Context: an optimization exercise on an open-source flow, tuned for a short achievable clock period and few clock cycles. The choices shown serve that exercise and are no tape-out recipe.
In this exercise RTL edits were held to simulation tests only and were not proved equivalent to the original.
Power is estimated from default activity; no workload was simulated.

**flow/config.mk**
```make
export PLATFORM = sky130hd
export DESIGN_NAME = processorTop
export DESIGN_NICKNAME = processorTop
export VERILOG_FILES = /design/flow/design.v
export SDC_FILE = /design/flow/constraint.sdc
export NUM_CORES = 4
export LEC_CHECK = 0
export CAP_MARGIN = 20
export CORE_MARGIN = 2
export CORE_UTILIZATION = 30
export PLACE_DENSITY = 0.4
export SLEW_MARGIN = 20
```
**flow/constraint.sdc**
```tcl
create_clock -name core_clock -period 9.0 [get_ports {clk}]
set_input_delay 1.8000 -clock core_clock [delete_from_list [all_inputs] [get_ports {clk}]]
set_output_delay 1.8000 -clock core_clock [all_outputs]
set_load 0.01 [all_outputs]
```
**flow/design.v**
```verilog
package cpuPkg;
    typedef enum logic [8-1:0] {
        NOP      = 8'h00,
        ENDOP    = 8'h01,
        CLAC     = 8'h02,
        LDIAC    = 8'h03,
        LDAC     = 8'h04,
        STR      = 8'h05,
        STIR     = 8'h06,
        JUMP     = 8'h07,
        JMPNZ    = 8'h08,
        JMPZ     = 8'h09,
        MUL      = 8'h0A,
        ADD      = 8'h0B,
        SUB      = 8'h0C,
        INCAC    = 8'h0D,
        MV_RL_AC = 8'h1F,  
        MV_RP_AC = 8'h2F,
        MV_RQ_AC = 8'h3F,
        MV_RC_AC = 8'h4F,
        MV_R_AC  = 8'h5F,
        MV_R1_AC = 8'h6F,
        MV_AC_RP = 8'h7F,
        MV_AC_RQ = 8'h8F,
        MV_AC_RL = 8'h9F
    } opcodeT;
    typedef enum logic [5:0] {
        IDLE, FETCH1, FETCH2, NOP1, ENDOP1, CLAC1,
        LDIAC1, LDIAC2, LDIAC3, LDIAC4, LDAC1, LDAC2, LDAC3,
        STR1, STR2, STIR1, STIR2, STIR3, JUMP1, JUMP2, SKIP1,
        MUL1, ADD1, SUB1, INCAC1,
        MV_RL_AC1, MV_RP_AC1, MV_RQ_AC1, MV_RC_AC1, MV_R_AC1, MV_R1_AC1,
        MV_AC_RP1, MV_AC_RQ1, MV_AC_RL1
    } stateT;
    typedef enum logic [2:0] {
        ALU_CLR, ALU_PASS, ALU_ADD, ALU_SUB, ALU_MUL, ALU_INC, ALU_IDLE
    } aluOpT;
    typedef enum logic [3:0] {
        BUS_DMEM, BUS_R, BUS_IR, BUS_RL, BUS_RC, BUS_RP, BUS_RQ, BUS_R1, BUS_AC, BUS_NONE
    } busSelT;
    typedef struct packed {
        logic ar;
        logic r;
        logic pc;
        logic ir;
        logic rl;
        logic rc;
        logic rp;
        logic rq;
        logic r1;
        logic ac;
    } regWrT;
    typedef struct packed {
        logic pc;
        logic rc;
        logic rp;
        logic rq;
    } regIncT;
    typedef struct packed {
        aluOpT  aluOp;
        regWrT  wr;
        regIncT inc;
        busSelT busSel;
        logic   dmemWe;
        logic   zWe;
    } ctrlWordT;
    typedef logic [12-1:0] dataWordT;
    typedef struct packed {
        logic                   imemWe;
        logic                   dmemWe;
        logic [8-1:0] addr;
        dataWordT               data;  
    } hostReqT;
endpackage
`timescale 1ns/1ps
import cpuPkg::*;
module controlUnit (
    input  logic     clk,
    input  logic     reset,
    input  logic     start,
    input  logic     zero,
    input  cpuPkg::opcodeT   ins,
    output cpuPkg::ctrlWordT ctrl,
    output logic     ready,
    output logic     done
);
    cpuPkg::stateT state;
    cpuPkg::stateT nextState;
    always_ff @(posedge clk) begin
        if (reset) begin
            state <= IDLE;
        end else begin
            state <= nextState;
        end
    end
    always_comb begin
        ctrl        = '0;
        ctrl.aluOp  = ALU_IDLE;
        ctrl.busSel = BUS_NONE;
        nextState   = FETCH1;  
        case (state)
            IDLE:   nextState = start ? FETCH1 : IDLE;
            FETCH1: nextState = FETCH2;  
            FETCH2: begin
                ctrl.wr.ir  = 1'b1;
                ctrl.inc.pc = 1'b1;
                case (ins)
                    NOP:      nextState = NOP1;
                    ENDOP:    nextState = ENDOP1;
                    CLAC:     nextState = CLAC1;
                    LDIAC:    nextState = LDIAC1;
                    LDAC:     nextState = LDAC1;
                    STR:      nextState = STR1;
                    STIR:     nextState = STIR1;
                    JUMP:     nextState = JUMP1;
                    JMPNZ:    nextState = zero ? SKIP1 : JUMP1;
                    JMPZ:     nextState = zero ? JUMP1 : SKIP1;
                    MUL:      nextState = MUL1;
                    ADD:      nextState = ADD1;
                    SUB:      nextState = SUB1;
                    INCAC:    nextState = INCAC1;
                    MV_RL_AC: nextState = MV_RL_AC1;
                    MV_RP_AC: nextState = MV_RP_AC1;
                    MV_RQ_AC: nextState = MV_RQ_AC1;
                    MV_RC_AC: nextState = MV_RC_AC1;
                    MV_R_AC:  nextState = MV_R_AC1;
                    MV_R1_AC: nextState = MV_R1_AC1;
                    MV_AC_RP: nextState = MV_AC_RP1;
                    MV_AC_RQ: nextState = MV_AC_RQ1;
                    MV_AC_RL: nextState = MV_AC_RL1;
                    default:  nextState = IDLE;
                endcase
            end
            ENDOP1: nextState = ENDOP1;  
            LDIAC1: nextState = LDIAC2;  
            STIR1:  nextState = STIR2;
            JUMP1:  nextState = JUMP2;
            LDIAC2, STIR2: begin
                ctrl.busSel = BUS_IR;
                ctrl.wr.ir  = 1'b1;
                ctrl.wr.ar  = 1'b1;
                ctrl.inc.pc = 1'b1;
                nextState   = (state == LDIAC2) ? LDIAC3 : STIR3;
            end
            LDIAC3: nextState = LDIAC4;  
            LDAC2:  nextState = LDAC3;
            LDAC1, STR1: begin
                ctrl.busSel = BUS_AC;
                ctrl.wr.ar  = 1'b1;
                nextState   = (state == LDAC1) ? LDAC2 : STR2;
            end
            LDIAC4, LDAC3: begin
                ctrl.busSel = BUS_DMEM;
                ctrl.aluOp  = ALU_PASS;
                ctrl.wr.ac  = 1'b1;
                ctrl.zWe    = 1'b1;
            end
            STR2: begin
                ctrl.busSel = BUS_R;
                ctrl.dmemWe = 1'b1;
            end
            STIR3: begin
                ctrl.busSel = BUS_AC;
                ctrl.dmemWe = 1'b1;
            end
            JUMP2: begin
                ctrl.busSel = BUS_IR;
                ctrl.wr.ir  = 1'b1;
                ctrl.wr.pc  = 1'b1;
            end
            SKIP1: ctrl.inc.pc = 1'b1;  
            CLAC1, ADD1, SUB1, MUL1, INCAC1: begin
                ctrl.wr.ac  = 1'b1;
                ctrl.zWe    = 1'b1;
                ctrl.aluOp  = (state == CLAC1) ? ALU_CLR :
                              (state == ADD1)  ? ALU_ADD :
                              (state == SUB1)  ? ALU_SUB :
                              (state == MUL1)  ? ALU_MUL : ALU_INC;
                ctrl.busSel = (state == ADD1) ? BUS_R :
                              (state == SUB1) ? BUS_RC :
                              (state == MUL1) ? BUS_R1 : BUS_NONE;
                ctrl.inc.rc = (state == MUL1);
                ctrl.inc.rp = (state == MUL1);
                ctrl.inc.rq = (state == MUL1);
            end
            MV_RL_AC1, MV_RP_AC1, MV_RQ_AC1, MV_RC_AC1, MV_R_AC1, MV_R1_AC1: begin
                ctrl.busSel = BUS_AC;
                ctrl.wr.rl  = (state == MV_RL_AC1);
                ctrl.wr.rp  = (state == MV_RP_AC1);
                ctrl.wr.rq  = (state == MV_RQ_AC1);
                ctrl.wr.rc  = (state == MV_RC_AC1);
                ctrl.wr.r   = (state == MV_R_AC1);
                ctrl.wr.r1  = (state == MV_R1_AC1);
            end
            MV_AC_RP1, MV_AC_RQ1, MV_AC_RL1: begin
                ctrl.aluOp  = ALU_PASS;
                ctrl.wr.ac  = 1'b1;
                ctrl.zWe    = 1'b1;
                ctrl.busSel = (state == MV_AC_RP1) ? BUS_RP :
                              (state == MV_AC_RQ1) ? BUS_RQ : BUS_RL;
            end
            NOP1:    nextState = FETCH1;
            default: nextState = IDLE;
        endcase
    end
    assign ready = (state == IDLE);
    assign done  = (state == ENDOP1);
endmodule
`timescale 1ns/1ps
import cpuPkg::*;
module dataPath (
    input  logic                   clk,
    input  logic                   reset,
    input  cpuPkg::ctrlWordT               ctrl,
    input  logic [8-1:0]  ins,
    input  cpuPkg::dataWordT               dmemRdata,
    output logic [8-1:0] pc,
    output logic [8-1:0] ar,
    output cpuPkg::dataWordT               dmemWdata,
    output logic                   zero
);
    logic [8-1:0] ir;
    logic [8-1:0] irNext;
    cpuPkg::dataWordT r, rl, rc, rp, rq, r1, ac;
    cpuPkg::dataWordT bus;
    cpuPkg::dataWordT aluOut;
    assign irNext = ctrl.wr.ir ? ins : ir;
    always_comb begin
        case (ctrl.busSel)
            BUS_DMEM: bus = dmemRdata;
            BUS_R:    bus = r;
            BUS_IR:   bus = cpuPkg::dataWordT'(irNext);
            BUS_RL:   bus = rl;
            BUS_RC:   bus = rc;
            BUS_RP:   bus = rp;
            BUS_RQ:   bus = rq;
            BUS_R1:   bus = r1;
            BUS_AC:   bus = ac;
            default:  bus = '0;
        endcase
    end
    always_comb begin
        case (ctrl.aluOp)
            ALU_CLR:  aluOut = '0;
            ALU_PASS: aluOut = bus;
            ALU_ADD:  aluOut = ac + bus;
            ALU_SUB:  aluOut = ac - bus;
            ALU_MUL:  aluOut = ac * bus;  
            ALU_INC:  aluOut = ac + 1'b1;
            default:  aluOut = ac;
        endcase
    end
    always_ff @(posedge clk) begin
        if (reset) begin
            ar   <= '0;
            r    <= '0;
            pc   <= '0;
            ir   <= '0;
            rl   <= '0;
            rc   <= '0;
            rp   <= '0;
            rq   <= '0;
            r1   <= '0;
            ac   <= '0;
            zero <= 1'b0;
        end else begin
            ir <= irNext;
            if (ctrl.wr.ar) ar <= bus[8-1:0];
            if (ctrl.wr.r)  r  <= bus;
            if (ctrl.wr.rl) rl <= bus;
            if (ctrl.wr.r1) r1 <= bus;
            if (ctrl.wr.ac) ac <= aluOut;
            if (ctrl.zWe)   zero <= (aluOut == '0);
            if (ctrl.wr.pc) begin
                pc <= bus[8-1:0];
            end else if (ctrl.inc.pc) begin
                pc <= pc + 1'b1;
            end
            if (ctrl.wr.rc) begin
                rc <= bus;
            end else if (ctrl.inc.rc) begin
                rc <= rc + 1'b1;
            end
            if (ctrl.wr.rp) begin
                rp <= bus;
            end else if (ctrl.inc.rp) begin
                rp <= rp + 1'b1;
            end
            if (ctrl.wr.rq) begin
                rq <= bus;
            end else if (ctrl.inc.rq) begin
                rq <= rq + 1'b1;
            end
        end
    end
    assign dmemWdata = bus;  
endmodule
`timescale 1ns/1ps
module dualPortRam #(
    parameter int WIDTH = 12,
    parameter int DEPTH = 256
) (
    input  logic                     clk,
    input  logic                     weA,
    input  logic [$clog2(DEPTH)-1:0] addrA,
    input  logic [WIDTH-1:0]         wdataA,
    output logic [WIDTH-1:0]         rdataA,
    input  logic                     weB,
    input  logic [$clog2(DEPTH)-1:0] addrB,
    input  logic [WIDTH-1:0]         wdataB,
    output logic [WIDTH-1:0]         rdataB
);
    localparam int addrWidth = $clog2(DEPTH);
    logic [WIDTH-1:0] mem [2**addrWidth];
    always_ff @(posedge clk) begin
        if (weA) begin
            mem[addrA] <= wdataA;
        end
        if (weB) begin
            mem[addrB] <= wdataB;  
        end
        rdataA <= mem[addrA];  
        rdataB <= mem[addrB];
    end
endmodule
`timescale 1ns/1ps
import cpuPkg::*;
module processorTop (
    input  logic     clk,
    input  logic     reset,
    input  logic     start,
    input  logic                   hostImemWe,
    input  logic                   hostDmemWe,
    input  logic [8-1:0] hostAddr,
    input  logic [12-1:0] hostData,
    output logic [12-1:0] hostRdata,
    output logic     ready,
    output logic     done
);
    cpuPkg::ctrlWordT               ctrl;
    logic                   zero;
    logic [8-1:0]  ins;
    logic [8-1:0] pc;
    logic [8-1:0] ar;
    cpuPkg::dataWordT               dmemRdata;
    cpuPkg::dataWordT               dmemWdata;
    controlUnit sequencer (
        .clk   (clk),
        .reset (reset),
        .start (start),
        .zero  (zero),
        .ins   (cpuPkg::opcodeT'(ins)),
        .ctrl  (ctrl),
        .ready (ready),
        .done  (done)
    );
    dataPath dp (
        .clk       (clk),
        .reset     (reset),
        .ctrl      (ctrl),
        .ins       (ins),
        .dmemRdata (dmemRdata),
        .pc        (pc),
        .ar        (ar),
        .dmemWdata (dmemWdata),
        .zero      (zero)
    );
    dualPortRam #(.WIDTH(8), .DEPTH(256)) imem (
        .clk    (clk),
        .weA    (1'b0),
        .addrA  (pc),
        .wdataA ('0),
        .rdataA (ins),
        .weB    (hostImemWe),
        .addrB  (hostAddr),
        .wdataB (hostData[8-1:0]),
        .rdataB ()
    );
    dualPortRam #(.WIDTH(12), .DEPTH(256)) dmem (
        .clk    (clk),
        .weA    (ctrl.dmemWe),
        .addrA  (ar),
        .wdataA (dmemWdata),
        .rdataA (dmemRdata),
        .weB    (hostDmemWe),
        .addrB  (hostAddr),
        .wdataB (hostData),
        .rdataB (hostRdata)
    );
endmodule
```
**flow/run.sh**
```bash
#!/bin/bash
# synth_recipe.tcl (not shown) runs the flow's synth.tcl, then flattens the netlist and writes it again
# the make line also repeats each setting of config.mk as NAME=value (left out here)
make -C /OpenROAD-flow-scripts/flow DESIGN_CONFIG=/design/flow/config.mk WORK_HOME=/design/flow/orfs CLKGATE_MAP_FILE= SYNTH_SCRIPT=/design/flow/synth_recipe.tcl finish
```
==> key figures <==
Status
  • Status: no timing/DRC/antenna violations

Final layout
  • P&R area growth vs syn: 13.4%
  • Share of cells above drive strength 1: between 20 and 25%
  • Layout Nets: between 15000 and 20000
  • Post-route cell area: around 300000 sq um
  • Post-layout utilization of the core: ~34%

Power
  • Pint: roughly 42 mW
  • Net load switching power: about 13 mW
  • Power per cell area: 181 nW/um^2
  • Sequential group share of total power: 49.4%
  • Max IR drop VDD: around 220 uV
  • Pleak: roughly 98 nW
  • Comb pwr share: between 3 and 4%
  • Sw Ratio: a little under a quarter
  • Power share of the clock group: 46.7%

Placed design
  • IO buf count: 38
  • Post-DP Area: 279000 sq um
  • GP Congestion: 0.870
  • Dpl hpwl: slightly above 700000 um

Setup path
  • Startpoint types: flop
  • Most Frequent Cell on Critical Path: fa_1
  • Crit Path Max Fanout: 19
  • Crit path capture type: flop
  • Critical path's largest stage delay: 880 ps
  • Crit path DAT: between 9000 and 10000 ps
  • CP Data Required Time: 10050 ps
  • Crit Path Class: reg -> reg
  • CP max-delay cell: a31oi_1
  • FF-to-FF setup slack: between 700 and 800 ps
  • Cell Chain, Critical Path: buf_4 -> nand4b_1 -> nor2_1 -> a222oi_1 -> and3_1 -> a31oi_1 -> nand2_1 -> fa_1 -> fa_1 -> inv_1 -> fa_1 -> fa_1 -> inv_1 -> fa_1 -> xnor2_1 -> xnor2_1 -> xnor2_1 -> xnor2_1 -> xnor3_1 -> xnor3_1 -> xor3_1 -> o21ai_2 -> o221a_1

Drt
  • Drt wl/cell: ~37 um
  • DRT antenna net count: 0
  • DR iter-0 viols: 23800
  • Via count: 171000
  • DR DRC count: 0
  • Via/cell ratio: between 5 and 6
  • Aggregate routed wire length: 1100000 um
  • Drt pass-1 iters: 6

Clocking
  • Total CTS buffers: around 630
  • H-tree levels: 6
  • Post-CTS Setup Bufs: 0
  • Worst-Skew Late Latency: 1150 ps
  • CTS tree: yes
  • Number of hold buffers added after cts: 0
  • Sink Count: around 5300
  • Cts repair resizes: 0
  • CTS Buffer Depth: 4
  • CTS clk-pin slew, worst paths: approximately 60 ps
  • Root Driver: clkbuf_16

Timing
  • Slew @ Worst Pin: 1290 ps
  • Fmax: approximately 120 MHz
  • RSZ-0062 raised after global routing: false
  • Minimum clock period: 8200 ps
  • Hold Fails Final Rpt: 0
  • Setup TNS Final: 0 ps
  • Final setup violation count: 0
  • Hold slack: between 400 and 500 ps
  • Max Slew Vio Count: 0
  • Skew final: 44.6 ps
  • Max_slew headroom: approximately 13%
  • Crit share post-route: 91.2%

Hold path
  • Hold WC Path Type: reg -> reg

Die
  • Placeable Area: between 800000 and 900000 sq um
  • Io pins: 39
  • Total die area: approximately 900000 sq um
  • Row Count: about 340
  • Vert. Die Dim: 941 um
  • Initial Utilization: roughly 30%
  • Die W: approximately 940 um

Global routing
  • Global-route wire length before repair: between 1000000 and 1500000 um
  • Vias in the first global route: 165000
  • GRT Total Usage: 24.2%
  • GRT overflow: 0
  • Pin count of the biggest net entering global routing: between 150 and 200
  • Initial antenna violation count: roughly 100

Synthesis
  • Cell count after synthesis: 18400
  • Synth area leaders: edfxtp_1 (58%), mux4_2 (23%), nor2_1 (3.6%)
  • EDFF count, synth: approximately 5100
  • Synth unique cells: 96
  • Seq cells post-synth: 5264
  • Synth area leader: edfxtp_1
  • Post-synth top area share: between 50% and 60%
  • Synth Flop Type: edfxtp_1
  • Post-synthesis async set-or-reset flop share: 0%
  • Sequential share of the synthesized area: about three fifths
  • Synthesis warning total: 4
  • Syn Nets: between 15000 and 20000
  • Synthesized area per cell: approximately 14 sq um
  • Synth Cell Area: approximately 260000 sq um

Flow run
  • Max-cap viol count: 0
cells in the mapped netlist, drive strengths merged (9+ instances only):
cell and number:
mux2i 38, inv 82, and2 23, clkbuf 1452
a221o 9, ha 45, edfxtp 5120, a21o 10
o21ai 1619, nor3b 13, and3 35, a211oi 37
a22oi 85, nor2 2515, nand2 1779, xnor2 34
a21oi 1870, a222oi 10, mux2 17, mux4 2641
nand4 15, xor2 15, nor2b 24, buf 368
nor3 40, dfxtp 144, a31oi 22, fa 40
nand2b 21, a221oi 26, nand3 78, o22ai 10
placed cells by master, fill, tap and decap left out, types with 40 or more instances in the layout:
master / n
edfxtp_1: 5120
mux4_2: 2641
nor2_1: 2492
a21oi_1: 1869
nand2_1: 1738
o21ai_0: 1354
clkbuf_16: 641
buf_4: 629
o21ai_1: 243
clkinv_1: 138
clkbuf_1: 136
dfxtp_1: 130
clkinv_2: 116
buf_12: 90
a22oi_1: 85
diode_2: 81
inv_1: 80
nand3_1: 51
ha_1: 45
fa_1: 40
per-stage QoR:
step,total power [mW],cells,worst slack [ps]
floorplan,28.3,18400,2350
global placement,29.4,28900,898
detailed placement,29.4,28900,919
CTS,54.6,30000,841
global route,55.5,30100,368
finish,54.1,30100,796
per-layer routing:
| metal | part of all wire [%] | up-vias | GRT usage [%] |
|---|---|---|---|
| met5 | 0.024 | - | 0 |
| met4 | 4.0 | 40 | 8.64 |
| met3 | 7.9 | 1429 | 4.40 |
| met2 | 47 | 8110 | 38.7 |
| met1 | 41 | 90600 | 33.3 |
| li1 | - | 71100 | - |
logic make-up after synthesis:
| kind of cell | count (synthesis) | synth area share [%] |
|---|---|---|
| flops | 5264 | 59.4 |
| simple gates | 4576 | 6.78 |
| compound gates | 3774 | 7.50 |
| mux | 2696 | 22.8 |
| buf+inv | 1905 | 2.79 |
| fa+ha+maj | 86 | 0.521 |
| xor+xnor | 55 | 0.215 |
worst max-delay path: cells and delay by family, from the launching register on:
family | cells | cell delay [ps]
DFF | 1 | 840
AOI/OAI and AO/OA | 4 | 1340
adders and majority gates | 5 | 2300
buffers and inverters | 3 | 420
and+or+nand+nor | 4 | 1390
xor gates and xnor gates | 7 | 1820
path summary, 6_finish.rpt:
kind	from	to	depth (start not counted)
max reg2reg	sequencer.state[2]	dp.ac[11]	23
max	sequencer.state[2]	dp.ac[11]	23
min	dp.r[0]	dp.r[0]	2
min reg2reg	dp.r[0]	dp.r[0]	2
final cells by class:
class / count / area (sq um)
diodes: 81 / 203
clock buffers: 787 / 16700
clock inverters: 355 / 3060
fillers: 83800 / 578000
inverters: 85 / 334
multi-input cells: 11200 / 100000
flip-flops and latches: 5264 / 157000
well taps: 11600 / 14500
repair buffers: 755 / 6970
power groups by stage:
stage | sequential, mW | clock, mW | combinational [mW]
after detailed placement | 27.2 | 0 | 2.14
after global routing | 26.7 | 26.6 | 2.19
final | 26.7 | 25.3 | 2.12
after CTS | 26.7 | 25.7 | 2.14
after floorplan | 27.2 | 0 | 1.06
after global placement | 27.2 | 0 | 2.13
flip-flops by register name, indices dropped and copies added, names as in the netlist, 6 cells and up:
| name | cells |
|---|---|
| dmem.rdataB | 12 |
| dp.pc | 8 |
| dp.rl | 12 |
| dp.r | 12 |
| sequencer.state | 6 |
| dp.ac | 12 |
| dp.rc | 12 |
| dp.rq | 12 |
| imem.rdataA | 8 |
| dp.r1 | 12 |
| dmem.rdataA | 12 |
| imem.mem | 2048 |
| dmem.mem | 3072 |
| dp.ar | 8 |
| dp.rp | 12 |
Testbench counts, summed over its fixed seeds: cycles 54,901.

-- port drivers added, routing unchanged --
Ports are ideal in the flow. The routed layout listed here was re-timed in OpenROAD. Step 1 assumes that a clkbuf_16 drives the clock port and a buf_2 every other input. Step 2 also shifts input and output timing later by t, the mid clock arrival at the registers, as if the neighbouring blocks saw the same clock. Three values: no drivers, after step 1, after step 2; two values: the first two.
t (ns): 1.278
slack for setup (ns): 0.796 / 0.796 / 0.796
worst setup path after step 2: register to register
worst register clock-pin slew, ns: 0.07 / 0.07
After both steps this run still meets setup and hold. The setup slack of this run moves by 0.000 ns with the drivers and by 0.000 ns with both steps.
